Source: an optimization exercise on an open RTL-to-GDS flow (aim: small area, a short achievable clock period and few clock cycles per item). Production flows keep margins and buffers that such runs may drop. Function was checked by simulation only, so behaviour that the tests miss may differ from the original. Power is estimated from default activity; no workload was simulated.

File: flow/run.sh
#!/bin/bash
# synth_recipe.tcl (not shown) runs the flow's synth.tcl, then flattens the netlist and writes it again
# the make line also repeats each setting of config.mk as NAME=value (left out here)
make -C /OpenROAD-flow-scripts/flow DESIGN_CONFIG=/design/flow/config.mk WORK_HOME=/design/flow/orfs CLKGATE_MAP_FILE= SYNTH_SCRIPT=/design/flow/synth_recipe.tcl finish
File: flow/config.mk
export PLATFORM = sky130hd
export DESIGN_NAME = perceptron_weight_trainer
export DESIGN_NICKNAME = perceptron_weight_trainer
export VERILOG_FILES = /design/flow/design.v
export SDC_FILE = /design/flow/constraint.sdc
export NUM_CORES = 4
export LEC_CHECK = 0
export CAP_MARGIN = 20
export CELL_PAD_IN_SITES_DETAIL_PLACEMENT = 1
export CELL_PAD_IN_SITES_GLOBAL_PLACEMENT = 1
export CORE_MARGIN = 2
export CORE_UTILIZATION = 45
export GPL_TIMING_DRIVEN = 0
export PLACE_DENSITY = 0.55
export SETUP_SLACK_MARGIN = 2.3
export SLEW_MARGIN = 20
export SYNTH_HIERARCHICAL = 1
export SYNTH_MINIMUM_KEEP_SIZE = 0
File: flow/constraint.sdc
create_clock -name core_clock -period 5.0 [get_ports {clk}]
set_input_delay 1.0000 -clock core_clock [delete_from_list [all_inputs] [get_ports {clk}]]
set_output_delay 1.0000 -clock core_clock [all_outputs]
set_load 0.01 [all_outputs]
File: flow/design.v
package perceptron_pkg;
  localparam int NUM_WEIGHTS = 12;
  localparam int WEIGHT_W    = 4;
  localparam int ROW_W       = NUM_WEIGHTS * WEIGHT_W;
  typedef enum logic [2:0] {
    ST_CLEAR  = 3'd0,
    ST_IDLE   = 3'd1,
    ST_READ   = 3'd2,
    ST_UPDATE = 3'd3,
    ST_WRITE  = 3'd4,
    ST_DONE   = 3'd5
  } state_t;
  function automatic logic [WEIGHT_W-1:0] get_field(input logic [ROW_W-1:0] row,
                                                    input int i);
    get_field = row[i*WEIGHT_W +: WEIGHT_W];
  endfunction
endpackage
import perceptron_pkg::*;
module sat_weight_update
(
  input  logic [WEIGHT_W-1:0] w,
  input  logic                inc,
  output logic [WEIGHT_W-1:0] w_next
);
  logic [WEIGHT_W-1:0] d;
  logic [WEIGHT_W:0]   t;
  assign d = inc ? w : ~w;
  always_comb begin
    t[0] = 1'b1;
    for (int i = 0; i < WEIGHT_W; i++) begin
      t[i+1] = t[i] & d[i];
    end
  end
  assign w_next = w ^ (t[WEIGHT_W-1:0] & {WEIGHT_W{!t[WEIGHT_W]}});
endmodule
import perceptron_pkg::*;
module perceptron_weight_trainer
#(
  parameter int TABLE_DEPTH = 64,
  parameter int IDX_W       = 6,
  parameter int INIT_W      = 8
)
(
  input  logic                   clk,
  input  logic                   reset_n,
  input  logic                   train_valid,
  output logic                   train_ready,
  input  logic [IDX_W-1:0]       train_idx,
  input  logic [NUM_WEIGHTS-1:0] train_hist,
  input  logic                   train_taken,
  input  logic                   train_pred,
  input  logic                   train_confident,
  input  logic [IDX_W-1:0]       rd_idx,
  output logic [ROW_W-1:0]       rd_weights,
  output logic                   upd_done,
  output logic                   upd_written,
  output logic                   init_busy
);
  localparam logic [WEIGHT_W-1:0] INIT_FIELD = WEIGHT_W'(INIT_W);
  localparam logic [ROW_W-1:0]    INIT_ROW   = {NUM_WEIGHTS{INIT_FIELD}};
  logic [TABLE_DEPTH-1:0][ROW_W-1:0] mem;
  logic                   init_wr;
  logic                   req_v;
  logic                   req_wr;      
  logic [IDX_W-1:0]       req_idx;
  logic [NUM_WEIGHTS-1:0] req_hist;
  logic                   req_taken;
  logic [ROW_W-1:0]       req_row;     
  logic [TABLE_DEPTH-1:0] wr_sel;      
  logic                   accept;
  logic                   skip;
  logic                   wr_now;
  logic                   tr_fwd;
  logic                   rd_fwd;
  logic [ROW_W-1:0]       new_row;
  logic [ROW_W-1:0]       wdata;
  logic [TABLE_DEPTH-1:0] tr_dec;
  logic [TABLE_DEPTH-1:0] rd_dec;
  assign accept = train_valid && train_ready;
  assign skip   = (train_pred == train_taken) && train_confident;
  assign wr_now = req_v && req_wr;
  for (genvar g = 0; g < NUM_WEIGHTS; g++) begin : g_upd
    sat_weight_update u_sat (
      .w      (req_row[g*WEIGHT_W +: WEIGHT_W]),
      .inc    (req_hist[g] == req_taken),
      .w_next (new_row[g*WEIGHT_W +: WEIGHT_W])
    );
  end
  assign wdata = init_wr ? INIT_ROW : new_row;
  for (genvar r = 0; r < TABLE_DEPTH; r++) begin : g_row
    always_ff @(posedge clk) begin
      if (init_wr || wr_sel[r]) begin
        mem[r] <= wdata;
      end
    end
  end
  idx_decode u_tr_dec (.idx (train_idx), .sel (tr_dec));
  idx_decode u_rd_dec (.idx (rd_idx),    .sel (rd_dec));
  assign tr_fwd = wr_now && (req_idx == train_idx);
  assign rd_fwd = wr_now && (req_idx == rd_idx);
  row_read u_tr_read (
    .mem   (mem),
    .sel   (tr_dec & ~wr_sel),
    .fwd   (tr_fwd),
    .fdata (new_row),
    .data  (req_row_d)
  );
  row_read u_rd_read (
    .mem   (mem),
    .sel   (rd_dec & ~wr_sel),
    .fwd   (rd_fwd),
    .fdata (new_row),
    .data  (rd_weights_d)
  );
  logic [ROW_W-1:0] req_row_d;
  logic [ROW_W-1:0] rd_weights_d;
  always_ff @(posedge clk) begin
    if (!reset_n) begin
      init_wr     <= 1'b1;
      init_busy   <= 1'b1;
      train_ready <= 1'b0;
      req_v       <= 1'b0;
      wr_sel      <= '0;
    end else begin
      init_wr <= 1'b0;
      if (!init_wr && init_busy) begin
        init_busy   <= 1'b0;
        train_ready <= 1'b1;
      end
      req_v  <= accept;
      wr_sel <= tr_dec & {TABLE_DEPTH{accept && !skip}};
    end
  end
  always_ff @(posedge clk) begin
    req_wr    <= !skip;
    req_idx   <= train_idx;
    req_hist  <= train_hist;
    req_taken <= train_taken;
    req_row   <= req_row_d;
  end
  assign upd_done    = req_v;
  assign upd_written = req_wr;
  always_ff @(posedge clk) begin
    rd_weights <= rd_weights_d;
  end
endmodule
module idx_decode
(
  input  logic [5:0]  idx,
  output logic [63:0] sel
);
  logic [7:0] lo, hi;
  always_comb begin
    for (int i = 0; i < 8; i++) begin
      lo[i] = (idx[2:0] == 3'(i));
      hi[i] = (idx[5:3] == 3'(i));
    end
    for (int r = 0; r < 64; r++) begin
      sel[r] = hi[r / 8] & lo[r % 8];
    end
  end
endmodule
module row_read
(
  input  logic [63:0][perceptron_pkg::ROW_W-1:0] mem,
  input  logic [63:0]                            sel,
  input  logic                                   fwd,
  input  logic [perceptron_pkg::ROW_W-1:0]       fdata,
  output logic [perceptron_pkg::ROW_W-1:0]       data
);
  localparam int W = perceptron_pkg::ROW_W;
  logic [21:0][W-1:0] n;
  logic [5:0][W-1:0]  p;
  logic [2:0][W-1:0]  q;
  logic [W-1:0]       fn;
  for (genvar k = 0; k < 21; k++) begin : g_sl
    row_aoi3 u_sl (
      .s   (sel[3*k +: 3]),
      .a   (mem[3*k]), .b (mem[3*k+1]), .c (mem[3*k+2]),
      .y_n (n[k])
    );
  end
  nand2_w u_last (.a (mem[63]), .b ({W{sel[63]}}), .y (n[21]));
  for (genvar k = 0; k < 5; k++) begin : g_p
    nand4_w u_p (.a (n[4*k]), .b (n[4*k+1]), .c (n[4*k+2]), .d (n[4*k+3]), .y (p[k]));
  end
  nand2_w u_p5 (.a (n[20]), .b (n[21]), .y (p[5]));
  for (genvar k = 0; k < 3; k++) begin : g_q
    nor2_w u_q (.a (p[2*k]), .b (p[2*k+1]), .y (q[k]));
  end
  nand2_w u_fn (.a (fdata), .b ({W{fwd}}), .y (fn));
  nand4_w u_out (.a (q[0]), .b (q[1]), .c (q[2]), .d (fn), .y (data));
endmodule
module row_aoi3
(
  input  logic [2:0]                         s,
  input  logic [perceptron_pkg::ROW_W-1:0]   a,
  input  logic [perceptron_pkg::ROW_W-1:0]   b,
  input  logic [perceptron_pkg::ROW_W-1:0]   c,
  output logic [perceptron_pkg::ROW_W-1:0]   y_n
);
  assign y_n = ~(({perceptron_pkg::ROW_W{s[0]}} & a) |
                 ({perceptron_pkg::ROW_W{s[1]}} & b) |
                 ({perceptron_pkg::ROW_W{s[2]}} & c));
endmodule
module nand2_w
(
  input  logic [perceptron_pkg::ROW_W-1:0] a,
  input  logic [perceptron_pkg::ROW_W-1:0] b,
  output logic [perceptron_pkg::ROW_W-1:0] y
);
  assign y = ~(a & b);
endmodule
module nand4_w
(
  input  logic [perceptron_pkg::ROW_W-1:0] a,
  input  logic [perceptron_pkg::ROW_W-1:0] b,
  input  logic [perceptron_pkg::ROW_W-1:0] c,
  input  logic [perceptron_pkg::ROW_W-1:0] d,
  output logic [perceptron_pkg::ROW_W-1:0] y
);
  assign y = ~(a & b & c & d);
endmodule
module nor2_w
(
  input  logic [perceptron_pkg::ROW_W-1:0] a,
  input  logic [perceptron_pkg::ROW_W-1:0] b,
  output logic [perceptron_pkg::ROW_W-1:0] y
);
  assign y = ~(a | b);
endmodule
==> run notes, run 1 <==
XOR/XNOR share of the synthesized area=0.00246; Hold Path Cell Cnt=1; Syn Inst Count=7,918; Max IR drop VDD=0.335 mV; grt total ovfl=0; Worst Clk Skew=41.1 ps; GRT Total Usage=0.389; commonest non-fill, non-tap cell in the layout=edfxtp_1; WS Path Type=flip-flop to flip-flop; CP max FO=5; WL final=618 mm; met2 wire len=269 mm; min cycle time layout=3120 ps; Tcrit/Tclk final=0.624; WHS Endpoint=req_idx[5]; initial drt markers=23.5k; Startpoint Class=flip-flop; largest family of logic cells by synthesized area=compound AO/OA/AOI/OAI gates; Max-Slew Margin vs Limit=0.264; largest net degree at the start of global routing=65; port bufs=81; Synth Area in Compound Gates=0.160; maxcap violations=0; Die Wd=545 µm; FP Rows=198; worst slew pin tran=1100 ps; Hold Path Class=input pin to flip-flop; root buffer cell=clkbuf_16; Post-synth EDFFs=3,072; clock slew seen by the registers of the worst setup and hold paths=60 ps; Setup TNS=0 ps; gpl congestion=0.968; Critical path origin=wr_sel[9]; vias in the first global route=94.9k; Routed Antenna Nets=0; clock sinks=3,256; HP Start=train_idx[5]; Worst R2R Start=wr_sel[9]; metal3 WL=80.3 mm; Critical R2R Capture=rd_weights[29]; die area=0.297 mm²; # setup viols final=0; first-pass GRT wire length=789 mm; pwr/cell area=450 mW/mm²; CTS H-Tree Depth=5; Critical Path RT=5750 ps; most used cell, CP=nand4_1; FFs w/ async S/R, synth=0; FF-to-FF setup slack=1880 ps; CTS max path bufs=4; Mapped Area=0.132 mm²; initial antenna violation count=52; Ports=82; Final HPWL DP=387 mm; simple-gate share of the synthesized area=0.0709; share of cells above drive strength 1=0.237; part of the Yosys area used for sequential elements=0.729; Yosys reg bits=3,256; via count=99.5k; synth warn=9; worst path cell trace=nor2b_4 -> buf_12 -> buf_16 -> a222oi_1 -> nand4_1 -> nor2_4 -> nand4_1; RSZ-0062 raised after global routing=yes; CTS buffer count=356; per-cell routed wire length=47.3 µm; Clk Latency, worst-skew pair=960 ps; crit end category=flip-flop; Die Y=545 µm; Post-synth top flop=edfxtp_1; starting density of the core=0.452; Core Box Area=0.291 mm²; nets=8,888; wire length on met1=225 mm; Syn Area/Cell=16.6 µm²; Inst Count DP=12.1k; Leakage=0.0555 µW; status=finished clean; mux share of post-synthesis cell area=0; most frequent cells in the layout=edfxtp_1 (3,072), a222oi_1 (2,016), nand4_1 (580); max incr delay on CP=690 ps; TritonCTS clock tree=yes; slowest stage cell, crit path=dfxtp_1; vias per inst=7.62; final slew viol count=0; Hold Fails Final Rpt=0; Post-Synth Adder-Cell Area=0; Crit path arrival time=3870 ps; distinct cell type count after synthesis=41; fmax=0.321 GHz; Residual DRC=0; fin cells=13.1k; worst-case reg-to-reg path depth=7; DR pass1 iterations=14; Area growth, synth to finish=21.2%; Top Metal Used=met5
-- modules after synthesis (local to each module, per instance), excerpt --
module,area [µm²],cells inside,copies in the design,flops+latches
idx_decode,469,95,2,0
nand2_w,180,48,6,0
nand4_w,300,48,12,0
nor2_w,180,48,6,0
perceptron_weight_trainer,98300,3618,1,3256
row_aoi3,586,63,42,0
sat_weight_update,170,26,12,0
-- power by group --
part	switching [µW]	total, µW	leakage [µW]	internal, µW
sequential	2200	37900	0.0322	35700
combinational	5790	8250	0.0179	2470
clock	11100	25700	0.00542	14600
total	19100	71900	0.0555	52700
-- metal layers --
layer	up-vias	global-route usage
met1	51953	0.514
li1	38232	-
met3	1449	0.0911
met4	26	0.240
met5	-	0
met2	7842	0.581
-- timing repair --
| item | 4_1_cts | 5_1_grt |
|---|---|---|
| gates cloned | 19 | 67 |
| hold buffers | 0 | 0 |
| endpoints found under the setup margin | 5044 | 3173 |
| pin swaps | 169 | 320 |
| resized for setup | 842 | 695 |
| setup buffers | 115 | 148 |
-- per-stage QoR --
step	power (µW)	hold WS (ps)	utilization	area, µm²	setup WS (ps)
6_report	71900	200	0.548	160000	1880
5_1_grt	73500	178	0.548	160000	1950
4_1_cts	71200	178	0.536	156000	2020
3_5_place_dp	45600	467	0.486	141000	-1150
3_3_place_gp	44200	449	0.472	138000	-1850
2_1_floorplan	40600	478	-	132000	2300
-- synth_stat cells, drive strengths merged (13+ instances only) --
master	instances	share of area
a21oi	13	0.00049
a222oi	2016	0.15
a31oi	36	0.0017
and2	65	0.0036
buf	472	0.031
clkbuf	247	0.0071
dfxtp	184	0.028
edfxtp	3072	0.70
inv	14	0.00040
nand2	305	0.0087
nand4	580	0.028
nand4b	20	0.0013
nor2	441	0.013
nor2b	164	0.0078
nor3	24	0.00091
o21ai	24	0.00091
or2	78	0.0037
xnor2	19	0.0013
xor2	18	0.0012
-- sequential cells by signal (all words and copies together), names as in the netlist, 6 cells and up --
name,count
req_hist,12
rd_weights,48
req_idx,6
mem,3072
req_row,48
wr_sel,64
-- worst max-delay path by stage --
| stage | endpoint | slack, ps | depth (start not counted) |
|---|---|---|---|
| floorplan | rd_weights[46] | 2300 | 4 |
| global placement | req_row[27] | -1850 | 6 |
| detailed placement | req_row[27] | -1150 | 12 |
| CTS | req_row[27] | 2020 | 12 |
| global route | rd_weights[6] | 1950 | 6 |
| finish | rd_weights[29] | 1880 | 7 |
-- logic make-up after synthesis --
kind of cell / count (synthesis)
DFF: 3256
buffers and inverters: 733
xor gates and xnor gates: 37
and+or+nand+nor: 1754
AOI/OAI and AO/OA: 2138
-- layout make-up --
type / count / area [µm²]
fill: 26370 / 132000
buffer: 719 / 6780
inverter: 14 / 52.6
antenna: 15 / 37.5
clock inverter: 177 / 1460
multi-input combinational: 3996 / 33500
sequential: 3256 / 96000
timing repair buffer: 515 / 7300
clock buffer: 469 / 9610
tap: 3900 / 4880
-- worst max-delay path: cells and delay by family (launching register included) --
family                 cells  cell delay [ps]
AOI/OAI and AO/OA          1              480
buffers and inverters      2              340
DFF                        1              690
and+or+nand+nor            4             1390
Testbench counts, summed over its fixed seeds: cycles 16,008, items 16,000.
==> run 2: changes to the inputs <==
--- a/flow/config.mk
+++ b/flow/config.mk
@@ -10,6 +10,8 @@
 export CELL_PAD_IN_SITES_GLOBAL_PLACEMENT = 1
 export CORE_MARGIN = 2
 export CORE_UTILIZATION = 45
+export CTS_CLUSTER_DIAMETER = 60
+export CTS_CLUSTER_SIZE = 24
 export GPL_TIMING_DRIVEN = 0
 export PLACE_DENSITY = 0.55
 export SETUP_SLACK_MARGIN = 2.3
==> run notes, run 2 <==
status=finished clean; via count=99.2k (-0.28%); Max-Slew Margin vs Limit=0.247 (-0.0171); commonest non-fill, non-tap cell in the layout=edfxtp_1; part of the Yosys area used for sequential elements=0.729 (unchanged); FFs w/ async S/R, synth=0 (unchanged); Syn Inst Count=7,918 (unchanged); synth cell count leaders=edfxtp_1 (3,072), a222oi_1 (2,016), nand4_1 (580); Syn Area/Cell=16.6 µm² (unchanged); first-pass GRT wire length=783 mm (-0.83%); pwr/cell area=434 mW/mm² (-3.6%); synth warn=9 (unchanged); WS Path Type=input pin to flip-flop; Crit path arrival time=3760 ps (-110 ps); Regs by FF count=mem: 3072 flops, wr_sel: 64 flops; clock slew seen by the registers of the worst setup and hold paths=70 ps (about the same); most frequent cells in the layout=edfxtp_1 (3,072), a222oi_1 (2,016), nand4_1 (580); crit end category=flip-flop; Final Util=0.546 (-0.00265); final slew viol count=0 (unchanged); nets=8,866 (-0.25%); Die Wd=545 µm (unchanged); gpl congestion=0.968 (unchanged); GRT Total Usage=0.386 (-0.00322); Startpoint Class=input pin; min cycle time layout=3130 ps (+5.29 ps); DR pass1 iterations=13 (-1); CTS max path bufs=4 (unchanged); Routed Antenna Nets=0 (unchanged); FF-to-FF setup slack=1970 ps (+90 ps); most frequent cell after synthesis=edfxtp_1; port bufs=81 (unchanged); Max IR drop VDD=0.365 mV (+9.0%); Worst Clk Skew=50.0 ps (+8.93 ps); TritonCTS clock tree=yes; leading area contributor after synthesis=edfxtp_1; fmax=0.320 GHz (-0.17%); Hold Path Class=input pin to flip-flop; Final HPWL DP=387 mm (unchanged); starting density of the core=0.452 (unchanged); Ports=82 (unchanged); Power, Total=68,900 µW (-4.1%); Mapped Area=0.132 mm² (unchanged); CP max FO=10 (+5); clock sinks=3,256 (unchanged); Worst R2R Start=wr_sel[14]; Critical path destination=req_row[27]; distinct cell type count after synthesis=41 (unchanged); Hold Fails Final Rpt=0 (unchanged); Synth top area share=0.701 (unchanged); Critical R2R Capture=req_row[27]; Post-synth EDFFs=3,072 (unchanged); share of cells above drive strength 1=0.246 (+0.00859); # setup viols final=0 (unchanged); worst-case reg-to-reg path depth=7 (unchanged); FP Rows=198 (unchanged); Residual DRC=0 (unchanged); root buffer cell=clkbuf_16; initial antenna violation count=52 (unchanged); CTS H-Tree Depth=5 (unchanged); post-route setup slack=1870 ps (-5.29 ps); Critical Path RT=5630 ps (-120 ps); initial drt markers=24.2k (+3.1%); Leakage=0.0550 µW (-0.85%); largest net degree at the start of global routing=65 (unchanged); worst slack at placement=-1150 ps (unchanged); die area=0.297 mm² (unchanged); WL final=619 mm (+0.11%); per-cell routed wire length=47.7 µm (+0.80%); RSZ-0062 raised after global routing=yes; Core Box Area=0.291 mm² (unchanged); vias in the first global route=93.8k (-1.1%); vias per inst=7.65 (+0.41%); Yosys reg bits=3,256 (unchanged); Area growth, synth to finish=20.7%; grt total ovfl=0 (unchanged); Tcrit/Tclk final=0.625 (+0.00106); worst slew pin tran=1130 ps (+25.7 ps); CTS buffer count=267 (-25%); Post-synth top flop=edfxtp_1; Clk Latency, worst-skew pair=960 ps (about the same); Critical path origin=train_idx[5]; register bank with the most flops=mem; maxcap violations=0 (unchanged); Largest register FFs=3,072 (unchanged); Die Y=545 µm (unchanged); Hold Path Cell Cnt=1 (unchanged); Area contributors post-synth=edfxtp_1 (70%), a222oi_1 (15%), dfxtp_1 (2.8%)
==> run 2: cell counts after synthesis <==
No cell type changed its count.
==> run 2: modules after synthesis, one instance, submodules excluded, excerpt <==
module | flip-flops and latches | cells | copies in the design | cell area (µm²)
idx_decode | 0 | 95 | 2 | 469
perceptron_weight_trainer | 3256 | 3618 | 1 | 98300
nand4_w | 0 | 48 | 12 | 300
nor2_w | 0 | 48 | 6 | 180
sat_weight_update | 0 | 26 | 12 | 170
nand2_w | 0 | 48 | 6 | 180
row_aoi3 | 0 | 63 | 42 | 586
==> run 2: worst min path at each step <==
stage / start / to / slack, ps
finish: train_idx[1] / req_idx[1] / 210
CTS: train_idx[1] / req_idx[1] / 200
global route: train_idx[1] / req_idx[1] / 210
floorplan: init_busy / init_busy / 480
detailed placement: init_busy / init_busy / 470
global placement: init_busy / init_busy / 450
==> run 2: logic make-up after synthesis <==
logic type,Yosys count,synth area share
simple gates,1754,0.0709
xor+xnor,37,0.00246
buf+inv,733,0.0381
compound gates,2138,0.160
flops,3256,0.729
==> run 2: power breakdown <==
group | switching (µW) | leakage [µW] | internal [µW]
sequential | 2190 | 0.0322 | 35600
clock | 11200 | 0.00442 | 11600
combinational | 5820 | 0.0185 | 2510
==> run 2: per-layer routing <==
layer | wire length [µm] | vias to the layer above | track usage
met5 | 234 | - | 0
met1 | 226000 | 51749 | 0.513
li1 | - | 38157 | -
met3 | 78300 | 1356 | 0.0861
met4 | 44900 | 18 | 0.230
met2 | 270000 | 7947 | 0.580
==> run 2: area by class of cell <==
type | count | area (µm²)
diodes | 18 | 45.0
fillers | 26366 | 132000
clock inverters | 190 | 2150
plain buffers | 719 | 7040
multi-input cells | 3993 | 33400
repair buffers | 585 | 8230
inverters | 14 | 52.6
well taps | 3900 | 4880
clock buffers | 297 | 7010
flip-flops and latches | 3256 | 96000
==> run 2: what timing repair did <==
item                        CTS  global route
gates cloned                 14            80
pin swaps                   138           328
resized for setup           765           888
hold buffers                  0             0
setup endpoints to repair  5137          3900
buffers inserted            103           219
==> run 2: metrics by stage <==
step	TNS, ps	instances	instance area, µm²	hold WS [ps]
2_1_floorplan	0	7918	132000	478
3_3_place_gp	-293560	11899	138000	449
3_5_place_dp	-45500	12051	141000	467
4_1_cts	0	12655	154000	198
5_1_grt	0	12955	159000	206
6_report	0	12972	159000	208
==> run 2: worst max-delay path: stages <==
cell and delay (ps):
buf_12 120, nand2b_4 140, buf_8 120, clkbuf_16 150, nor2_1 60, nor2b_1 180
buf_6 220, buf_6 190, a222oi_1 350, nand4_1 300, nor2_4 440, nand4_1 450
==> run 3: changes to the inputs <==
--- a/flow/design.v
+++ b/flow/design.v
@@ -75,7 +75,6 @@
   logic [ROW_W-1:0]       new_row;
   logic [ROW_W-1:0]       wdata;
   logic [TABLE_DEPTH-1:0] tr_dec;
-  logic [TABLE_DEPTH-1:0] rd_dec;
   assign accept = train_valid && train_ready;
   assign skip   = (train_pred == train_taken) && train_confident;
   assign wr_now = req_v && req_wr;
@@ -94,20 +93,23 @@
       end
     end
   end
-  idx_decode u_tr_dec (.idx (train_idx), .sel (tr_dec));
-  idx_decode u_rd_dec (.idx (rd_idx),    .sel (rd_dec));
+  logic [TABLE_DEPTH-1:0] tr_sel;
+  logic [TABLE_DEPTH-1:0] rd_sel;
+  idx_decode u_tr_dec (.idx (train_idx), .mask ('0),     .sel (tr_dec));
+  idx_decode u_tr_sel (.idx (train_idx), .mask (wr_sel), .sel (tr_sel));
+  idx_decode u_rd_sel (.idx (rd_idx),    .mask (wr_sel), .sel (rd_sel));
   assign tr_fwd = wr_now && (req_idx == train_idx);
   assign rd_fwd = wr_now && (req_idx == rd_idx);
   row_read u_tr_read (
     .mem   (mem),
-    .sel   (tr_dec & ~wr_sel),
+    .sel   (tr_sel),
     .fwd   (tr_fwd),
     .fdata (new_row),
     .data  (req_row_d)
   );
   row_read u_rd_read (
     .mem   (mem),
-    .sel   (rd_dec & ~wr_sel),
+    .sel   (rd_sel),
     .fwd   (rd_fwd),
     .fdata (new_row),
     .data  (rd_weights_d)
@@ -147,18 +149,47 @@
 module idx_decode
 (
   input  logic [5:0]  idx,
+  input  logic [63:0] mask,
   output logic [63:0] sel
 );
-  logic [7:0] lo, hi;
-  always_comb begin
-    for (int i = 0; i < 8; i++) begin
-      lo[i] = (idx[2:0] == 3'(i));
-      hi[i] = (idx[5:3] == 3'(i));
-    end
-    for (int r = 0; r < 64; r++) begin
-      sel[r] = hi[r / 8] & lo[r % 8];
-    end
-  end
+  logic [5:0] idx_n;
+  logic [7:0] lo_n, hi_n;
+  assign idx_n = ~idx;
+  for (genvar i = 0; i < 8; i++) begin : g_pre
+    nand3_g u_lo (
+      .a (i[0] ? idx[0] : idx_n[0]),
+      .b (i[1] ? idx[1] : idx_n[1]),
+      .c (i[2] ? idx[2] : idx_n[2]),
+      .y (lo_n[i])
+    );
+    nand3_g u_hi (
+      .a (i[0] ? idx[3] : idx_n[3]),
+      .b (i[1] ? idx[4] : idx_n[4]),
+      .c (i[2] ? idx[5] : idx_n[5]),
+      .y (hi_n[i])
+    );
+  end
+  for (genvar r = 0; r < 64; r++) begin : g_row
+    nor3_g u_sel (.a (lo_n[r % 8]), .b (hi_n[r / 8]), .c (mask[r]), .y (sel[r]));
+  end
+endmodule
+module nand3_g
+(
+  input  logic a,
+  input  logic b,
+  input  logic c,
+  output logic y
+);
+  assign y = ~(a & b & c);
+endmodule
+module nor3_g
+(
+  input  logic a,
+  input  logic b,
+  input  logic c,
+  output logic y
+);
+  assign y = ~(a | b | c);
 endmodule
 module row_read
 (
--- a/flow/config.mk
+++ b/flow/config.mk
@@ -14,7 +14,7 @@
 export CTS_CLUSTER_SIZE = 24
 export GPL_TIMING_DRIVEN = 0
 export PLACE_DENSITY = 0.55
-export SETUP_SLACK_MARGIN = 2.3
+export SETUP_SLACK_MARGIN = 2.5
 export SLEW_MARGIN = 20
 export SYNTH_HIERARCHICAL = 1
 export SYNTH_MINIMUM_KEEP_SIZE = 0
==> run notes, run 3 <==
CTS max path bufs=4 (unchanged); Synth Area in Compound Gates=0.159 (-0.000598); Clk Latency, worst-skew pair=930 ps (-30 ps); Post-synth EDFFs=3,072 (unchanged); Final Cell Area=0.160 mm² (+0.55%); pwr/cell area=432 mW/mm² (-0.51%); Die Y=546 µm (+0.19%); largest net degree at the start of global routing=65 (unchanged); clock slew seen by the registers of the worst setup and hold paths=70 ps (about the same); TritonCTS clock tree=yes; Max IR drop VDD=0.351 mV (-3.9%); vias per inst=7.45 (-2.7%); starting density of the core=0.453 (+0.000927); Final HPWL DP=360 mm (-7.0%); gpl congestion=0.904 (-6.6%); port bufs=81 (unchanged); # setup viols final=0 (unchanged); simple-gate share of the synthesized area=0.0745 (+0.00358); Regs by FF count=mem: 3072 flops, wr_sel: 64 flops; Ports=82 (unchanged); CTS H-Tree Depth=5 (unchanged); Max-Slew Margin vs Limit=0.248 (+0.00106); Placed Area=0.141 mm² (about the same); initial drt markers=20.9k (-14%); commonest non-fill, non-tap cell in the layout=edfxtp_1; CTS buffer count=266 (-0.37%); Critical Path RT=5640 ps (about the same); Residual DRC=0 (unchanged); Hold Path Class=input pin to flip-flop; Area growth, synth to finish=20.9%; FP Rows=198 (unchanged); Largest register FFs=3,072 (unchanged); GRT Total Usage=0.357 (-0.0288); part of the Yosys area used for sequential elements=0.726 (-0.00273); vias in the first global route=94.6k (+0.83%); root buffer cell=clkbuf_16; Area contributors post-synth=edfxtp_1 (70%), a222oi_1 (15%), dfxtp_1 (2.8%); Final Util=0.548 (+0.00204); initial antenna violation count=16 (-69%); DR pass1 iterations=13 (unchanged); Post-synth top flop=edfxtp_1; Worst Clk Skew=44.2 ps (-5.80 ps); WS Path Type=input pin to flip-flop; WL final=563 mm (-9.1%); die area=0.298 mm² (+0.37%); Post-Synth Adder-Cell Area=0 (unchanged); worst slew pin tran=1130 ps (-1.59 ps); most frequent cells in the layout=edfxtp_1 (3,072), a222oi_1 (2,016), nand4_1 (578); Leakage=0.0546 µW (-0.86%); XOR/XNOR share of the synthesized area=0.00245 (-0.00000921); Yosys reg bits=3,256 (unchanged); synth warn=8 (-1); maxcap violations=0 (unchanged); Routed Antenna Nets=0 (unchanged); grt total ovfl=0 (unchanged); sequential cell area=0.0960 mm² (about the same); mux share of post-synthesis cell area=0 (unchanged); Hold-fix buffers, CTS=0 (unchanged); Startpoint Class=input pin; clock sinks=3,256 (unchanged); Syn Area/Cell=16.8 µm² (+1.1%); Crit path arrival time=3660 ps (-100 ps); leading area contributor after synthesis=edfxtp_1; synth cell count leaders=edfxtp_1 (3,072), a222oi_1 (2,016), nand4_1 (578); Syn Inst Count=7,859 (-0.75%); via count=97.0k (-2.2%); area of the multi-input gates=0.0348 mm² (+4.0%); Synth top area share=0.698 (-0.00262); status=finished clean; crit end category=flip-flop; final slew viol count=0 (unchanged); most frequent cell after synthesis=edfxtp_1; Mapped Area=0.132 mm² (+0.38%); FFs w/ async S/R, synth=0 (unchanged); RSZ-0062 raised after global routing=yes; per-cell routed wire length=43.2 µm (-9.5%); CP max FO=8 (-2); fillers=26.4k (+0.28%); register bank with the most flops=mem; min cycle time layout=3020 ps (-105 ps); nets=8,925 (+0.67%); Power, Total=69,000 µW (about the same); first-pass GRT wire length=747 mm (-4.5%); fmax=0.331 GHz (+3.5%); Tcrit/Tclk final=0.604 (-0.0210); Hold Fails Final Rpt=0 (unchanged); Core Box Area=0.292 mm² (+0.17%); share of cells above drive strength 1=0.270 (+0.0244); Die Wd=546 µm (+0.19%); distinct cell type count after synthesis=38 (-7.3%); largest family of logic cells by synthesized area=compound AO/OA/AOI/OAI gates
[run 3: worst max-delay path: stages]
cell	delay, ps
buf_12	110
clkinvlp_4	140
buf_6	160
nand3_4	90
buf_12	170
nor3_4	110
buf_8	170
buf_4	130
a222oi_1	430
nand4_1	370
nor2_4	300
nand4_1	420
[run 3: path summary, 6_finish.rpt]
check / start / end / slack (ps) / cells after the start
setup reg to reg: wr_sel[45] / rd_weights[29] / 2060 / 8
hold / removal: train_idx[2] / req_idx[2] / 230 / 1
setup / recovery: rd_idx[0] / rd_weights[17] / 1980 / 12
hold reg to reg: init_busy / init_busy / 460 / 2
[run 3: per-module statistics from Yosys (local to each module, per instance), a selection]
| module | cells | copies in the design | cell area (µm²) | flip-flops and latches |
|---|---|---|---|---|
| nor2_w | 48 | 6 | 180 | 0 |
| sat_weight_update | 26 | 12 | 170 | 0 |
| nand4_w | 48 | 12 | 300 | 0 |
| nor3_g | 1 | 192 | 10.0 | 0 |
| nand3_g | 1 | 48 | 5.00 | 0 |
| perceptron_weight_trainer | 3491 | 1 | 97500 | 3256 |
| nand2_w | 48 | 6 | 180 | 0 |
| row_aoi3 | 63 | 42 | 586 | 0 |
| idx_decode | 6 | 3 | 22.5 | 0 |
[run 3: cell type report]
class,instances,share of cell area
clock inverters,193,0.0136
diodes,21,0.000329
plain buffers,697,0.0384
multi-input cells,4002,0.218
flip-flops and latches,3256,0.601
clock buffers,293,0.0445
repair buffers,640,0.0529
well taps,3900,0.0306
inverters,32,0.00103
[run 3: timing repair]
action                      CTS  global route
gates resized for setup    1131           561
pin swaps                   339           461
setup endpoints to repair  5881          1902
cloned                       71            39
setup buffers               258           133
[run 3: kinds of logic after synthesis]
group,after synthesis
buffers and inverters,729
other,1
and+or+nand+nor,1698
DFF,3256
xor gates and xnor gates,37
AOI/OAI and AO/OA,2138
[run 3: per-stage QoR]
| stage | hold WS, ps | std cells | worst slack, ps | TNS (ps) |
|---|---|---|---|---|
| finish | 232 | 13034 | 1980 | 0 |
| detailed placement | 451 | 12026 | -672 | -27680 |
| floorplan | 478 | 7922 | 2290 | 0 |
| global placement | 452 | 11903 | -1300 | -68000 |
| CTS | 161 | 12841 | 2230 | 0 |
| global route | 193 | 13016 | 2110 | 0 |
[run 3: where the power goes]
group	total [µW]	leakage, µW	switching [µW]	internal, µW
combinational	8430	0.0179	5750	2680
clock	22800	0.00450	11100	11700
sequential	37700	0.0322	2130	35600
total	69000	0.0546	19000	49900
[run 3: metal layers]
| metal | GRT usage | routed length [µm] |
|---|---|---|
| met1 | 0.477 | 212000 |
| met2 | 0.551 | 255000 |
| met4 | 0.199 | 37400 |
| met3 | 0.0667 | 58600 |
| met5 | 0 | 0 |
Testbench counts of run 3, summed over its fixed seeds: cycles 16,008, items 16,000.
==> run 4: changes to the inputs <==
--- a/flow/design.v
+++ b/flow/design.v
@@ -66,6 +66,10 @@
   logic [NUM_WEIGHTS-1:0] req_hist;
   logic                   req_taken;
   logic [ROW_W-1:0]       req_row;     
+  logic [ROW_W-1:0]       req_h0_n;    
+  logic [ROW_W-1:0]       req_h1_n;
+  logic [ROW_W-1:0]       rd_h0_n;     
+  logic [ROW_W-1:0]       rd_h1_n;
   logic [TABLE_DEPTH-1:0] wr_sel;      
   logic                   accept;
   logic                   skip;
@@ -105,17 +109,18 @@
     .sel   (tr_sel),
     .fwd   (tr_fwd),
     .fdata (new_row),
-    .data  (req_row_d)
+    .half0_n (tr_h0_d),
+    .half1_n (tr_h1_d)
   );
   row_read u_rd_read (
     .mem   (mem),
     .sel   (rd_sel),
     .fwd   (rd_fwd),
     .fdata (new_row),
-    .data  (rd_weights_d)
+    .half0_n (rd_h0_d),
+    .half1_n (rd_h1_d)
   );
-  logic [ROW_W-1:0] req_row_d;
-  logic [ROW_W-1:0] rd_weights_d;
+  logic [ROW_W-1:0] tr_h0_d, tr_h1_d, rd_h0_d, rd_h1_d;
   always_ff @(posedge clk) begin
     if (!reset_n) begin
       init_wr     <= 1'b1;
@@ -138,13 +143,17 @@
     req_idx   <= train_idx;
     req_hist  <= train_hist;
     req_taken <= train_taken;
-    req_row   <= req_row_d;
-  end
+    req_h0_n  <= tr_h0_d;
+    req_h1_n  <= tr_h1_d;
+  end
+  assign req_row = ~(req_h0_n & req_h1_n);
   assign upd_done    = req_v;
   assign upd_written = req_wr;
   always_ff @(posedge clk) begin
-    rd_weights <= rd_weights_d;
-  end
+    rd_h0_n <= rd_h0_d;
+    rd_h1_n <= rd_h1_d;
+  end
+  assign rd_weights = ~(rd_h0_n & rd_h1_n);
 endmodule
 module idx_decode
 (
@@ -197,12 +206,12 @@
   input  logic [63:0]                            sel,
   input  logic                                   fwd,
   input  logic [perceptron_pkg::ROW_W-1:0]       fdata,
-  output logic [perceptron_pkg::ROW_W-1:0]       data
+  output logic [perceptron_pkg::ROW_W-1:0]       half0_n,
+  output logic [perceptron_pkg::ROW_W-1:0]       half1_n
 );
   localparam int W = perceptron_pkg::ROW_W;
   logic [21:0][W-1:0] n;
   logic [5:0][W-1:0]  p;
-  logic [2:0][W-1:0]  q;
   logic [W-1:0]       fn;
   for (genvar k = 0; k < 21; k++) begin : g_sl
     row_aoi3 u_sl (
@@ -212,15 +221,13 @@
     );
   end
   nand2_w u_last (.a (mem[63]), .b ({W{sel[63]}}), .y (n[21]));
+  nand2_w u_fn (.a (fdata), .b ({W{fwd}}), .y (fn));
   for (genvar k = 0; k < 5; k++) begin : g_p
     nand4_w u_p (.a (n[4*k]), .b (n[4*k+1]), .c (n[4*k+2]), .d (n[4*k+3]), .y (p[k]));
   end
-  nand2_w u_p5 (.a (n[20]), .b (n[21]), .y (p[5]));
-  for (genvar k = 0; k < 3; k++) begin : g_q
-    nor2_w u_q (.a (p[2*k]), .b (p[2*k+1]), .y (q[k]));
-  end
-  nand2_w u_fn (.a (fdata), .b ({W{fwd}}), .y (fn));
-  nand4_w u_out (.a (q[0]), .b (q[1]), .c (q[2]), .d (fn), .y (data));
+  nand3_w u_p5 (.a (n[20]), .b (n[21]), .c (fn), .y (p[5]));
+  nor3_w u_h0 (.a (p[0]), .b (p[1]), .c (p[2]), .y (half0_n));
+  nor3_w u_h1 (.a (p[3]), .b (p[4]), .c (p[5]), .y (half1_n));
 endmodule
 module row_aoi3
 (
@@ -260,3 +267,21 @@
 );
   assign y = ~(a | b);
 endmodule
+module nand3_w
+(
+  input  logic [perceptron_pkg::ROW_W-1:0] a,
+  input  logic [perceptron_pkg::ROW_W-1:0] b,
+  input  logic [perceptron_pkg::ROW_W-1:0] c,
+  output logic [perceptron_pkg::ROW_W-1:0] y
+);
+  assign y = ~(a & b & c);
+endmodule
+module nor3_w
+(
+  input  logic [perceptron_pkg::ROW_W-1:0] a,
+  input  logic [perceptron_pkg::ROW_W-1:0] b,
+  input  logic [perceptron_pkg::ROW_W-1:0] c,
+  output logic [perceptron_pkg::ROW_W-1:0] y
+);
+  assign y = ~(a | b | c);
+endmodule
--- a/flow/config.mk
+++ b/flow/config.mk
@@ -12,7 +12,7 @@
 export CORE_UTILIZATION = 45
 export CTS_CLUSTER_DIAMETER = 60
 export CTS_CLUSTER_SIZE = 24
-export GPL_TIMING_DRIVEN = 0
+export GPL_TIMING_DRIVEN = 1
 export PLACE_DENSITY = 0.55
 export SETUP_SLACK_MARGIN = 2.5
 export SLEW_MARGIN = 20
==> run notes, run 4 <==
starting density of the core=0.453 (about the same); Max IR drop VDD=0.336 mV (-4.3%); maxcap violations=0 (unchanged); gpl congestion=0.869 (-3.9%); pwr/cell area=447 mW/mm² (+3.5%); Die Y=551 µm (+0.99%); DR pass1 iterations=11 (-2); met2 wire len=293 mm (+15%); Die Wd=551 µm (+0.99%); most frequent cell after synthesis=edfxtp_1; Tcrit/Tclk final=0.539 (-0.0646); Post-synth top flop=edfxtp_1; Routed Antenna Nets=0 (unchanged); vias in the first global route=96.2k (+1.7%); Crit path arrival time=1700 ps (-1960 ps); Setup TNS=0 ps (unchanged); Final Hold Slack=246 ps (+14.4 ps); min cycle time layout=2700 ps (-323 ps); fmax=0.371 GHz (+12%); Yosys reg bits=3,352 (+2.9%); status=finished clean; TritonCTS clock tree=yes; initial drt markers=24.5k (+17%); Synth top area share=0.685 (-0.0137); synth cell count leaders=edfxtp_1 (3,072), a222oi_1 (2,016), nand4_1 (482); Clk Latency, worst-skew pair=960 ps (+30 ps); slowest stage cell, crit path=dfxtp_4; largest net degree at the start of global routing=65 (unchanged); clock sinks=3,352 (+2.9%); Hold Fails Final Rpt=0 (unchanged); Internal Pwr Total=51,000 µW (+2.1%); max incr delay on CP=480 ps (+50 ps); wire length on met1=229 mm (+8.0%); first-pass GRT wire length=833 mm (+11%); worst-case reg-to-reg path depth=3 (-5); switching portion of total power=0.285 (+0.00871); vias per inst=8.01 (+7.6%); Hold Path Cell Cnt=1 (unchanged); Top Metal Used=met5; Ports=82 (unchanged); FP Rows=200 (+1.0%); WL final=653 mm (+16%); via count=101k (+4.4%); crit end category=output port; CTS max path bufs=4 (unchanged); CP Buf/Inv Count=1 (-5); worst path cell trace=nand2_8 -> buf_6; port bufs=81 (unchanged); fillers=26.7k (+0.87%); CTS buffer count=276 (+3.8%); Residual DRC=0 (unchanged); Largest register FFs=3,072 (unchanged); Core Box Area=0.298 mm² (+2.0%); Final HPWL DP=361 mm (+0.28%); clock group share of total power=0.338 (+0.007); initial antenna violation count=32 (+16); share of cells above drive strength 1=0.261 (-0.00946); Crit path max-delay family=flip-flops; GRT Total Usage=0.402 (+0.0453); Leakage=0.0532 µW (-2.6%); worst slew pin tran=1260 ps (+128 ps); Mapped Area=0.135 mm² (+2.0%); # setup viols final=0 (unchanged); synth warn=8 (unchanged); RSZ-0062 raised after global routing=yes; Regs by FF count=mem: 3072 flops, wr_sel: 64 flops; Syn Inst Count=7,859 (unchanged); root buffer cell=clkbuf_16; grt total ovfl=0 (unchanged); Hold-fix buffers, CTS=0 (unchanged); register bank with the most flops=mem; metal3 WL=89.0 mm (+52%); CTS H-Tree Depth=5 (unchanged); WS Path Type=flip-flop to output port; nets=8,490 (-4.9%); most frequent cells in the layout=edfxtp_1 (3,072), a222oi_1 (2,016), nand4_1 (482); leading area contributor after synthesis=edfxtp_1; Hold Path Class=input pin to flip-flop; Post-synth EDFFs=3,072 (unchanged); Startpoint Class=flip-flop; Logic pwr share=0.112 (-0.010); die area=0.304 mm² (+2.0%); commonest non-fill, non-tap cell in the layout=edfxtp_1; per-cell routed wire length=51.7 µm (+20%); switching power total=20,300 µW (+6.6%); Area contributors post-synth=edfxtp_1 (68%), a222oi_1 (15%), dfxtp_1 (4.2%); Critical Path RT=4000 ps (-1640 ps); CP max FO=1 (-7); Crit. path cell count=2 (-10); Worst Clk Skew=61.1 ps (+16.9 ps); distinct cell type count after synthesis=38 (unchanged); Flop pwr share=0.550 (+0.003); Area growth, synth to finish=18.3%; Max-Slew Margin vs Limit=0.163 (-0.0852); FFs w/ async S/R, synth=0 (unchanged); final slew viol count=0 (unchanged); Syn Area/Cell=17.1 µm² (+2.0%); part of the Yosys area used for sequential elements=0.726 (about the same); clock slew seen by the registers of the worst setup and hold paths=90 ps (+20 ps)
==> run 4: power by group through the flow <==
stage / Clock [µW] / Combinational [µW] / Sequential [µW]
2_1_floorplan: 0 / 3220 / 38400
3_3_place_gp: 0 / 6280 / 39200
3_5_place_dp: 0 / 6490 / 39500
4_1_cts: 24100 / 7230 / 39000
5_1_grt: 25100 / 8090 / 39600
6_report: 24100 / 7960 / 39200
==> run 4: what timing repair did <==
action	4_1_cts	5_1_grt
pin swaps	153	141
resized for setup	812	208
setup buffers	89	181
gates cloned	38	41
setup endpoints to repair	4144	2060
==> run 4: layer usage <==
layer	up-vias	global-route usage
li1	37555	-
met1	53119	0.527
met2	8932	0.619
met3	1693	0.100
met4	6	0.212
met5	-	0
==> run 4: worst reg2reg max path, delay by kind of cell, from the launching register on <==
family                 cells  cell delay (ps)
buffers and inverters      2              860
DFF                        1              680
and+or+nand+nor            1              740
==> run 4: worst paths after layout <==
path / from / to / slack [ps]
worst min-delay path: train_idx[0] / req_idx[0] / 250
worst max register to register: init_wr / mem[383] / 2420
worst max-delay path: rd_h0_n[40] / rd_weights[40] / 2300
worst min register to register: init_busy / init_busy / 480
==> run 4: cells by family after synthesis <==
| family | count (synthesis) | synth area share |
|---|---|---|
| AND/OR/NAND/NOR | 1602 | 0.0784 |
| buffers and inverters | 729 | 0.0370 |
| flip-flops | 3352 | 0.726 |
| other | 1 | 0.0000278 |
| XOR/XNOR | 37 | 0.00240 |
| AO/OA/AOI/OAI | 2138 | 0.156 |
==> run 4: final cells by class <==
class | count | area (µm²) | area share
clock inverter | 199 | 2400 | 0.0151
clock buffer | 307 | 7400 | 0.0464
tap | 3939 | 4930 | 0.0309
timing repair buffer | 912 | 11100 | 0.0698
sequential | 3352 | 98200 | 0.616
antenna | 19 | 47.5 | 0.000298
inverter | 32 | 148 | 0.000926
multi-input combinational | 3886 | 35200 | 0.221
==> run 4: metrics by stage <==
step	area, µm²	utilization	total power [µW]	setup slack, ps	instances
after floorplan	135000	-	41600	2190	7922
after global placement	143000	0.481	45500	524	11769
after detailed placement	143000	0.481	46000	531	11772
after CTS	156000	0.525	70400	2300	12405
after global routing	159000	0.536	72700	2310	12630
final	159000	0.536	71200	2300	12646
==> run 4: per-module statistics from Yosys, one instance, submodules excluded, excerpt <==
module | cells inside | flops+latches | area, µm²
idx_decode | 6 | 0 | 22.5
nand2_w | 48 | 0 | 180
nand3_g | 1 | 0 | 5.00
nand3_w | 48 | 0 | 240
nand4_w | 48 | 0 | 300
nor3_g | 1 | 0 | 10.0
nor3_w | 48 | 0 | 480
perceptron_weight_trainer | 3683 | 3352 | 99800
row_aoi3 | 63 | 0 | 586
sat_weight_update | 26 | 0 | 170
Testbench counts of run 4, summed over its fixed seeds: cycles 16,008, items 16,000.
==> run 5: changes to the inputs <==
--- a/flow/config.mk
+++ b/flow/config.mk
@@ -12,7 +12,7 @@
 export CORE_UTILIZATION = 45
 export CTS_CLUSTER_DIAMETER = 60
 export CTS_CLUSTER_SIZE = 24
-export GPL_TIMING_DRIVEN = 1
+export GPL_TIMING_DRIVEN = 0
 export PLACE_DENSITY = 0.55
 export SETUP_SLACK_MARGIN = 2.5
 export SLEW_MARGIN = 20
==> run notes, run 5 <==
status=finished clean; CTS H-Tree Depth=5 (unchanged); most frequent cell after synthesis=edfxtp_1; worst slew pin tran=1300 ps (+47.2 ps); slowest stage cell, crit path=nand4_1; largest net degree at the start of global routing=65 (unchanged); metal3 WL=59.4 mm (-33%); nets=8,993 (+5.9%); register bank with the most flops=mem; Crit. path cell count=11 (+9); Startpoint Class=input pin; pwr/cell area=438 mW/mm² (-2.1%); HP Start=train_idx[1]; CTS buffer count=280 (+1.4%); # setup viols final=0 (unchanged); Largest register FFs=3,072 (unchanged); met2 wire len=259 mm (-12%); max incr delay on CP=510 ps (+30 ps); Top Metal Used=met4; post-route setup slack=2230 ps (-74.5 ps); Worst R2R Start=wr_sel[21]; Syn Inst Count=7,859 (unchanged); part of the Yosys area used for sequential elements=0.726 (unchanged); Final HPWL DP=364 mm (+0.86%); Final Cell Area=0.164 mm² (+2.7%); leading area contributor after synthesis=edfxtp_1; Ports=82 (unchanged); most frequent cells in the layout=edfxtp_1 (3,072), a222oi_1 (2,016), nand4_1 (482); Die Y=551 µm (unchanged); Crit path max-delay family=simple AND/OR/NAND/NOR gates; DR pass1 iterations=13 (+2); port bufs=81 (unchanged); synth cell count leaders=edfxtp_1 (3,072), a222oi_1 (2,016), nand4_1 (482); Hold Path Class=input pin to flip-flop; Area growth, synth to finish=21.5%; TritonCTS clock tree=yes; share of cells above drive strength 1=0.286 (+0.0252); maxcap violations=0 (unchanged); crit end category=flip-flop; gpl congestion=0.938 (+7.9%); die area=0.304 mm² (unchanged); Post-synth EDFFs=3,072 (unchanged); Syn Area/Cell=17.1 µm² (unchanged); Worst Clk Skew=61.8 ps (+0.679 ps); Placed Area=0.144 mm² (+0.39%); Max IR drop VDD=0.411 mV (+22%); Max-Slew Margin vs Limit=0.129 (-0.0339); via count=96.8k (-4.5%); fmax=0.361 GHz (-2.7%); FF-to-FF setup slack=2410 ps (about the same); Hold-fix buffers, CTS=0 (unchanged); CP Buf/Inv Count=6 (+5); Routed Antenna Nets=0 (unchanged); Power, Total=71,700 µW (+0.59%); Critical Path RT=5810 ps (+1810 ps); FP Rows=200 (unchanged); vias per inst=7.36 (-8.1%); initial drt markers=19.5k (-20%); Mapped Area=0.135 mm² (unchanged); synth warn=8 (unchanged); WS Path Type=input pin to flip-flop; first-pass GRT wire length=734 mm (-12%); starting density of the core=0.453 (unchanged); Clk Latency, worst-skew pair=950 ps (about the same); WHS Endpoint=req_idx[1]; Tcrit/Tclk final=0.554 (+0.0149); RSZ-0062 raised after global routing=yes; CP max FO=7 (+6); vias in the first global route=92.6k (-3.7%); Residual DRC=0 (unchanged); GRT Total Usage=0.346 (-0.0565); worst path cell trace=buf_16 -> clkinvlp_4 -> buf_6 -> nand3_4 -> buf_12 -> nor3_4 -> buf_12 -> clkbuf_16 -> a222oi_1 -> nand4_1 -> nor3_4; initial antenna violation count=60 (+88%); commonest non-fill, non-tap cell in the layout=edfxtp_1; Post-synth top flop=edfxtp_1; root buffer cell=clkbuf_16; Core Box Area=0.298 mm² (unchanged); Area contributors post-synth=edfxtp_1 (68%), a222oi_1 (15%), dfxtp_1 (4.2%); final slew viol count=0 (unchanged); worst slack at placement=-179 ps (-709 ps); Hold Path Cell Cnt=1 (unchanged); distinct cell type count after synthesis=38 (unchanged); Synth top area share=0.685 (unchanged); min cycle time layout=2770 ps (+74.5 ps); Crit path arrival time=3580 ps (+1880 ps); Yosys reg bits=3,352 (unchanged); clock slew seen by the registers of the worst setup and hold paths=90 ps (about the same); grt total ovfl=0 (unchanged); FFs w/ async S/R, synth=0 (unchanged); Leakage=0.0561 µW (+5.6%); clock sinks=3,352 (unchanged); Hold Fails Final Rpt=0 (unchanged); wire length on met1=217 mm (-5.3%); WL final=561 mm (-14%); worst-case reg-to-reg path depth=6 (+3); per-cell routed wire length=42.7 µm (-17%); Critical R2R Capture=req_h0_n[35]; Die Wd=551 µm (unchanged); CTS max path bufs=4 (unchanged); Regs by FF count=mem: 3072 flops, wr_sel: 64 flops
[run 5: cell counts after synthesis]
Identical to the previous run, type by type.
[run 5: kinds of logic (layout without fill, tap and decap cells)]
logic type      count (synthesis)  count (layout)  share of synthesized area
simple gates                 1602            1682                     0.0784
flops                        3352            3352                      0.726
buf+inv                       729            1920                     0.0370
other cells                     1              76                  0.0000278
compound gates               2138            2138                      0.156
xor+xnor                       37              37                    0.00240
[run 5: power by group]
part | total [µW] | internal, µW | switching [µW]
combinational | 9580 | 3140 | 6440
clock | 23500 | 11900 | 11600
sequential | 38600 | 36400 | 2160
total | 71700 | 51500 | 20200
[run 5: metrics by stage]
step	utilization	hold WS (ps)	setup TNS, ps	cells
6_report	0.550	208	0	13144
5_1_grt	0.550	180	0	13134
4_1_cts	0.533	185	0	12831
3_5_place_dp	0.483	483	-5690	12055
3_3_place_gp	0.474	459	-49770	11942
2_1_floorplan	-	478	0	7922
[run 5: timing repair]
action,CTS,global route
setup buffers,184,224
resized for setup,1027,669
setup endpoints to repair,6101,1977
pin swaps,267,485
cloned,80,77
hold endpoints to repair,0,0
[run 5: worst max-delay path by stage]
stage,start,endpoint,slack [ps]
6_report,train_idx[2],req_h0_n[35],2230
4_1_cts,rd_h1_n[5],rd_weights[5],2380
3_5_place_dp,rd_idx[0],rd_h0_n[43],-180
3_3_place_gp,train_idx[0],req_h1_n[26],-580
2_1_floorplan,train_idx[5],req_h1_n[10],2190
5_1_grt,rd_idx[1],rd_h0_n[41],2290
[run 5: area by class of cell]
| cell class | instances | area, µm² |
|---|---|---|
| Tap cell | 3939 | 4930 |
| Clock inverter | 203 | 2240 |
| Clock buffer | 309 | 7360 |
| Buffer | 697 | 5970 |
| Multi-Input combinational cell | 3921 | 36100 |
| Timing Repair Buffer | 679 | 8990 |
| Fill cell | 26676 | 134000 |
| Sequential cell | 3352 | 98000 |
| Inverter | 32 | 165 |
| Antenna cell | 12 | 30.0 |
[run 5: metal layers]
metal / vias up / track usage
li1: 38640 / -
met1: 51070 / 0.474
met2: 6180 / 0.546
met3: 871 / 0.0593
met4: 0 / 0.145
met5: - / 0
[run 5: worst reg2reg max path: cells and delay by family, from the launching register on]
family,cells,cell delay (ps)
and+or+nand+nor,3,1140
buffers and inverters,2,380
AOI/OAI and AO/OA,1,350
DFF,1,620
[run 5: per-module statistics from Yosys (local to each module, per instance), excerpt]
module,flip-flops and latches,cells inside,copies in the design
perceptron_weight_trainer,3352,3683,1
row_aoi3,0,63,42
nor3_w,0,48,4
nand4_w,0,48,10
nand3_w,0,48,2
nand2_w,0,48,4
sat_weight_update,0,26,12
idx_decode,0,6,3
nor3_g,0,1,192
nand3_g,0,1,48
==> run 6: changes to the inputs <==
--- a/flow/config.mk
+++ b/flow/config.mk
@@ -10,11 +10,12 @@
 export CELL_PAD_IN_SITES_GLOBAL_PLACEMENT = 1
 export CORE_MARGIN = 2
 export CORE_UTILIZATION = 45
-export CTS_CLUSTER_DIAMETER = 60
-export CTS_CLUSTER_SIZE = 24
-export GPL_TIMING_DRIVEN = 0
+export CTS_CLUSTER_DIAMETER = 80
+export CTS_CLUSTER_SIZE = 30
+export GPL_TIMING_DRIVEN = 1
 export PLACE_DENSITY = 0.55
-export SETUP_SLACK_MARGIN = 2.5
+export SETUP_SLACK_MARGIN = 2.6
 export SLEW_MARGIN = 20
 export SYNTH_HIERARCHICAL = 1
 export SYNTH_MINIMUM_KEEP_SIZE = 0
+export TNS_END_PERCENT = 0
==> run notes, run 6 <==
status=finished clean; Core Box Area=0.298 mm² (unchanged); Synth Area in Compound Gates=0.156 (unchanged); Hold-fix buffers, CTS=0 (unchanged); Crit. path cell count=3 (-8); # setup viols final=0 (unchanged); Placed Area=0.143 mm² (-0.80%); final slew viol count=0 (unchanged); Hold Path Class=input pin to flip-flop; fin cells=12.2k (-7.2%); min cycle time layout=2830 ps (+56.2 ps); root buffer cell=clkbuf_16; Power, Total=64,100 µW (-11%); largest family of logic cells by synthesized area=compound AO/OA/AOI/OAI gates; Area contributors post-synth=edfxtp_1 (68%), a222oi_1 (15%), dfxtp_1 (4.2%); initial drt markers=21.9k (+12%); Die Y=551 µm (unchanged); Die Wd=551 µm (unchanged); Worst Clk Skew=66.6 ps (+4.87 ps); CTS buffer count=163 (-42%); leading area contributor after synthesis=edfxtp_1; FFs w/ async S/R, synth=0 (unchanged); Area growth, synth to finish=12.7%; largest net degree at the start of global routing=65 (unchanged); CTS H-Tree Depth=4 (-1); Post-Synth Adder-Cell Area=0 (unchanged); synth warn=8 (unchanged); XOR/XNOR share of the synthesized area=0.00240 (unchanged); CP Buf/Inv Count=0 (-6); Critical Path RT=5580 ps (-230 ps); Synth top area share=0.685 (unchanged); per-cell routed wire length=47.3 µm (+11%); via count=95.5k (-1.3%); Regs by FF count=mem: 3072 flops, wr_sel: 64 flops; Final HPWL DP=343 mm (-5.9%); synth cell count leaders=edfxtp_1 (3,072), a222oi_1 (2,016), nand4_1 (482); Startpoint Class=flip-flop; Max IR drop VDD=0.391 mV (-4.9%); simple-gate share of the synthesized area=0.0784 (unchanged); initial antenna violation count=31 (-48%); fmax=0.354 GHz (-2.0%); gpl congestion=0.877 (-6.5%); Post-synth top flop=edfxtp_1; Worst R2R Start=req_h0_n[0]; part of the Yosys area used for sequential elements=0.726 (unchanged); nets=8,148 (-9.4%); WS Path Type=flip-flop to flip-flop; first-pass GRT wire length=773 mm (+5.3%); Leakage=0.0495 µW (-12%); Crit path max-delay family=simple AND/OR/NAND/NOR gates; GRT Total Usage=0.368 (+0.0223); Final Cell Area=0.152 mm² (-7.2%); Inst Count DP=11.7k (-2.9%); Max-Slew Margin vs Limit=0.218 (+0.0893); crit end category=flip-flop; worst slew pin tran=1170 ps (-130 ps); worst path cell trace=nand2_2 -> o2bb2ai_4 -> nor2b_2; Yosys reg bits=3,352 (unchanged); commonest non-fill, non-tap cell in the layout=edfxtp_1; CTS max path bufs=4 (unchanged); TritonCTS clock tree=yes; Mapped Area=0.135 mm² (unchanged); WL final=577 mm (+2.9%); vias per inst=7.82 (+6.3%); Setup TNS=0 ps (unchanged); Clk Latency, worst-skew pair=950 ps (about the same); pwr/cell area=422 mW/mm² (-3.6%); clock sinks=3,352 (unchanged); max incr delay on CP=930 ps (+420 ps); FF-to-FF setup slack=2170 ps (-240 ps); register bank with the most flops=mem; vias in the first global route=91.5k (-1.2%); DR pass1 iterations=13 (unchanged); Largest register FFs=3,072 (unchanged); Critical R2R Capture=mem[336]; worst slack at placement=517 ps (+696 ps); Residual DRC=0 (unchanged); share of cells above drive strength 1=0.214 (-0.0723); die area=0.304 mm² (unchanged); maxcap violations=0 (unchanged); Syn Inst Count=7,859 (unchanged); Ports=82 (unchanged); Critical path origin=req_h0_n[0]; mux share of post-synthesis cell area=0 (unchanged); most frequent cell after synthesis=edfxtp_1; grt total ovfl=0 (unchanged); Syn Area/Cell=17.1 µm² (unchanged); FP Rows=200 (unchanged); RSZ-0062 raised after global routing=yes; Crit path arrival time=3410 ps (-170 ps); slowest stage cell, crit path=nor2b_2; most frequent cells in the layout=edfxtp_1 (3,072), a222oi_1 (2,016), nand4_1 (482); worst-case reg-to-reg path depth=3 (-3); port bufs=81 (unchanged); CP max FO=12 (+5); distinct cell type count after synthesis=38 (unchanged); Post-synth EDFFs=3,072 (unchanged); post-route setup slack=2170 ps (-56.2 ps); starting density of the core=0.453 (unchanged); Hold Fails Final Rpt=0 (unchanged); HP Start=train_idx[2]; Routed Antenna Nets=0 (unchanged); Tcrit/Tclk final=0.566 (+0.0112); Critical path destination=mem[336]; clock slew seen by the registers of the worst setup and hold paths=100 ps (about the same)
run 6: cell counts after synthesis:
No cell type changed its count.
run 6: what timing repair did:
action	4_1_cts	5_1_grt
gates cloned	45	4
setup endpoints to repair	4997	4344
resized for setup	684	63
buffers inserted	95	37
pin swaps	74	23
run 6: cell type report:
| class | instances | area [µm²] |
|---|---|---|
| flip-flops and latches | 3352 | 98200 |
| clock inverters | 94 | 1240 |
| diodes | 16 | 40.0 |
| well taps | 3939 | 4930 |
| multi-input cells | 3885 | 35000 |
| inverters | 32 | 135 |
| repair buffers | 684 | 7930 |
| clock buffers | 200 | 4480 |
| fillers | 27013 | 146000 |
run 6: layer usage:
metal,global-route usage,vias to the layer above,routed length (µm)
li1,-,36698,-
met1,0.501,50637,217000
met2,0.572,7024,262000
met5,0,-,27
met3,0.0896,1105,74600
met4,0.138,4,23700
run 6: worst min-delay path by stage:
| stage | endpoint | cells past startpoint |
|---|---|---|
| 5_1_grt | req_idx[2] | 1 |
| 4_1_cts | req_idx[2] | 1 |
| 3_3_place_gp | init_busy | 2 |
| 3_5_place_dp | init_busy | 2 |
| 2_1_floorplan | init_busy | 2 |
| 6_report | req_idx[2] | 1 |
run 6: logic make-up (layout without fill, tap and decap cells):
kind of cell / after synthesis / after routing
buffers and inverters: 729 / 1010
AND/OR/NAND/NOR: 1602 / 1646
AO/OA/AOI/OAI: 2138 / 2138
XOR/XNOR: 37 / 37
other: 1 / 80
flip-flops: 3352 / 3352
run 6: modules after synthesis, one instance, submodules excluded, a selection:
module                     flops+latches  cell area (µm²)
nand3_w                                0              240
perceptron_weight_trainer           3352            99800
nand4_w                                0              300
idx_decode                             0             22.5
nor3_w                                 0              480
nor3_g                                 0             10.0
row_aoi3                               0              586
nand3_g                                0             5.00
nand2_w                                0              180
sat_weight_update                      0              170
run 6: power breakdown:
group	internal, µW	switching, µW
sequential	36400	2630
clock	7220	10000
combinational	2020	5760
run 6: per-stage QoR:
| stage | hold slack, ps | utilization |
|---|---|---|
| detailed placement | 458 | 0.479 |
| finish | 421 | 0.511 |
| global placement | 448 | 0.479 |
| CTS | 355 | 0.509 |
| floorplan | 478 | - |
| global route | 418 | 0.511 |

-- separate check: timing with driven ports --
No port has a modelled driver above. Below, the same layouts with a new extraction and two added sets of constraints.
Step 1 sets driving cells, clkbuf_16 on the clock port and buf_2 on the other inputs (assumed; they add their load-dependent delay and slew).
Step 2 adds t to the input delays and takes it off the output delays; t is the mean of the earliest and latest rising clock arrival at the registers after step 1. Input paths then give back, and output paths get back, about the clock's delay inside the block.
Slacks: ideal ports / drivers / drivers and shift; pairs: ideal ports / drivers.
| run | t (ns) | setup slack, ns | latest minus earliest clock arrival (ns) |
|---|---|---|---|
| run 1 | 1.052 | 1.880 / 1.816 / 0.764 | 0.048 / 0.048 |
| run 2 | 1.039 | 1.875 / 1.756 / 0.716 | 0.059 / 0.059 |
| run 3 | 1.013 | 1.980 / 1.990 / 0.977 | 0.046 / 0.046 |
| run 4 | 1.026 | 2.303 / 2.201 / 1.299 | 0.064 / 0.064 |
| run 5 | 1.019 | 2.228 / 2.209 / 1.189 | 0.062 / 0.063 |
| run 6 | 1.014 | 2.172 / 2.172 / 1.265 | 0.068 / 0.069 |
After both steps setup and hold are still met in every run listed. The setup slack of run 2, which loses most, moves by -0.119 ns with the drivers and by -1.159 ns with both steps.
